What follows belongs to an exercise in optimizing a design on an open flow for small area; a production flow would make more cautious choices.
Only simulation tests tie the RTL to the original design; equivalence was not proved.
Power and IR drop assume default switching activity.

// regfile_dualwr
module regfile_dualwr #(
  parameter int DATA_W   = 32,
  parameter int ADDR_W   = 5,
  parameter bit ZERO_REG = 1'b1,
  parameter bit BYPASS   = 1'b1,
  parameter int LINK_REG = 31,
  parameter int MON_A    = 24,
  parameter int MON_B    = 26
) (
  input  logic              clock_i,
  input  logic              reset_i,
  input  logic [ADDR_W-1:0] rs_addr_i,
  input  logic [ADDR_W-1:0] rt_addr_i,
  output logic [DATA_W-1:0] rs_data_o,
  output logic [DATA_W-1:0] rt_data_o,
  input  logic              wr_en_i,
  input  logic [ADDR_W-1:0] wr_addr_i,
  input  logic [DATA_W-1:0] wr_data_i,
  input  logic              link_en_i,
  input  logic [DATA_W-1:0] link_data_i,
  input  logic              ext_valid_i,
  output logic              ext_ready_o,
  input  logic [ADDR_W-1:0] ext_addr_i,
  input  logic [DATA_W-1:0] ext_data_i,
  output logic [DATA_W-1:0] mon_a_o,
  output logic [DATA_W-1:0] mon_b_o,
  output logic [15:0]       conflict_cnt_o
);
  localparam int DEPTH = 1 << ADDR_W;   
  localparam logic [ADDR_W-1:0] LINK_ADDR = LINK_REG[ADDR_W-1:0];
  logic [DATA_W-1:0] regs_q [1:DEPTH-1];
  logic              pend_valid_q;
  logic [ADDR_W-1:0] pend_addr_q;
  logic [DATA_W-1:0] pend_data_q;
  logic [15:0]       cnt_q;
  logic [DATA_W-1:0] mon_a_q, mon_b_q;
  logic              core_commit, conflict, pend_commit;
  logic [ADDR_W-1:0] core_addr;
  logic [DATA_W-1:0] core_data, core_data_n;
  assign core_addr   = link_en_i ? LINK_ADDR : wr_addr_i;
  assign core_data   = link_en_i ? link_data_i : wr_data_i;
  assign core_data_n = ~core_data;
  assign core_commit = (link_en_i || wr_en_i) && (core_addr != '0);
  assign conflict    = pend_valid_q && core_commit && (core_addr == pend_addr_q);
  assign pend_commit = pend_valid_q && !conflict && (pend_addr_q != '0);
  assign ext_ready_o = !reset_i && !conflict;
  logic [DEPTH-1:1] core_hit, pend_hit, wr_hold, wr_pend, wr_core_n;
  always_comb begin
    for (int w = 1; w < DEPTH; w++) begin
      core_hit[w]  = core_commit && (core_addr == ADDR_W'(w));
      pend_hit[w]  = pend_commit && (pend_addr_q == ADDR_W'(w));
  ...
Size: about 4700 cells after synthesis, ~270 I/O pins.
Settings: LEC_CHECK=0, CAP_MARGIN=20, CORE_MARGIN=2, CORE_UTILIZATION=50, SLEW_MARGIN=20, SYNTH_HIERARCHICAL=1; clock period 8.0 ns.
standard.sh (not shown) runs the stock make flow with config.mk's settings and CLKGATE_MAP_FILE= SYNTH_SCRIPT=/design/flow/synth_recipe.tcl, a recipe that flattens the netlist after the stock synthesis.
==> flow/flow/run.sh <==
#!/bin/bash
# Own layout flow: the standard flow (standard synthesis unchanged), with
#  - logic cells swapped to their smallest drive strength after floorplan (flow/downsize.tcl),
#    so placement repair sizes up only what needs it;
#  - port buffers of the smallest buffer cell;
#  - clock tree synthesis without dummy loads, with clkbuf_8 leaves over clusters of at most
#    16 flip-flops within 45 um.
# Each tool's output goes to the ORFS logs under orfs/logs and to flow_standard.log here.
set -euo pipefail
W=$(pwd)
bash standard.sh \
  "POST_FLOORPLAN_TCL=$W/flow/downsize.tcl" \
  "BUFFER_PORTS_ARGS=-buffer_cell sky130_fd_sc_hd__buf_1" \
  "CTS_ARGS=-sink_clustering_enable -repair_clock_nets -dont_use_dummy_load -buf_list sky130_fd_sc_hd__clkbuf_8 -sink_clustering_size 16 -sink_clustering_max_diameter 45" \
  "${@:-finish}" > "$W/flow_standard.log" 2>&1
==> flow/flow/downsize.tcl <==
# Swap every logic cell for the smallest cell of the same family (same function and pins,
# lower drive strength). The placement's repair_design then sizes up or buffers only where
# slew, capacitance or timing needs it.
set block [ord::get_db_block]
set db [ord::get_db]
set dont_use {}
foreach c $::env(DONT_USE_CELLS) { lappend dont_use $c }
set best [dict create]
foreach lib [$db getLibs] {
  foreach m [$lib getMasters] {
    set n [$m getName]
    if {![regexp {^(sky130_fd_sc_hd__[a-z0-9]+)_([0-9]+)$} $n -> base drive]} { continue }
    set skip 0
    foreach p $dont_use { if {[string match $p $n]} { set skip 1 } }
    if {$skip} { continue }
    set a [expr {[$m getWidth] * [$m getHeight]}]
    if {![dict exists $best $base] || $a < [lindex [dict get $best $base] 1] ||
        ($a == [lindex [dict get $best $base] 1] && $drive == 1)} {
      dict set best $base [list $m $a]
    }
  }
}
set swapped 0
foreach inst [$block getInsts] {
  set m [$inst getMaster]
  set n [$m getName]
  if {![regexp {^(sky130_fd_sc_hd__[a-z0-9]+)_([0-9]+)$} $n -> base drive]} { continue }
  if {[regexp {tap|fill|decap|conb|clkbuf|clkinv|dly} $base]} { continue }
  if {![dict exists $best $base]} { continue }
  set nm [lindex [dict get $best $base] 0]
  if {[$nm getName] ne $n} {
    $inst swapMaster $nm
    incr swapped
  }
}
puts "downsize: swapped $swapped cells to a smaller drive strength"
The baseline went through all stages and came out clean.
Then changed:
==> flow/run.sh (new file) <==
#!/bin/bash
# synth_recipe.tcl (not shown) runs the flow's synth.tcl, then flattens the netlist and writes it again
# the make line also repeats each setting of config.mk as NAME=value (left out here)
make -C /OpenROAD-flow-scripts/flow DESIGN_CONFIG=/design/flow/config.mk WORK_HOME=/design/flow/orfs CLKGATE_MAP_FILE= SYNTH_SCRIPT=/design/flow/synth_recipe.tcl finish
Settings changed: CORE_UTILIZATION 50 to 40, CTS_BUF_LIST from default to sky130_fd_sc_hd__clkbuf_4 sky130_fd_sc_hd__clkbuf_8.
removed: flow/flow/run.sh
removed: flow/flow/downsize.tcl
removed: flow/standard.sh
Wire length increases by 4.5%.
Clock power increases by 58%.
Synthesized cell count stays the same.
Utilization decreases by 3.2 points.
Sequential cell count stays the same.
Cell area increases by 17%.
Critical path depth does not change.

==> static timing again, ports no longer ideal <==
Ports are ideal in the flow. The routed layouts listed here were re-timed in OpenROAD. Step 1 sets driving cells, clkbuf_16 on the clock port and buf_2 on the other inputs (assumed; they add their load-dependent delay and slew). Step 2 moves the port delays by t, midway between the first and last clock arrival at a register: inputs arrive t later, outputs are due t later. That takes back most of the time a late clock gives input paths. a / b / c = ideal ports / drivers / drivers and shift; a / b = the first two.
run	t, ns	setup WS [ns]	latest minus earliest clock arrival (ns)	worst slew at a driven data input, ns	pins driven straight from the clock port
the first run	0.908	0.569 / 0.538 / 0.538	0.098 / 0.097	0.05	1
the second run	1.038	0.139 / 0.114 / 0.114	0.055 / 0.055	0.11	1
After both steps every run listed still meets setup and hold. For the first run, which loses most, drivers alone change the setup slack by -0.031 ns; drivers and shift together by -0.031 ns.
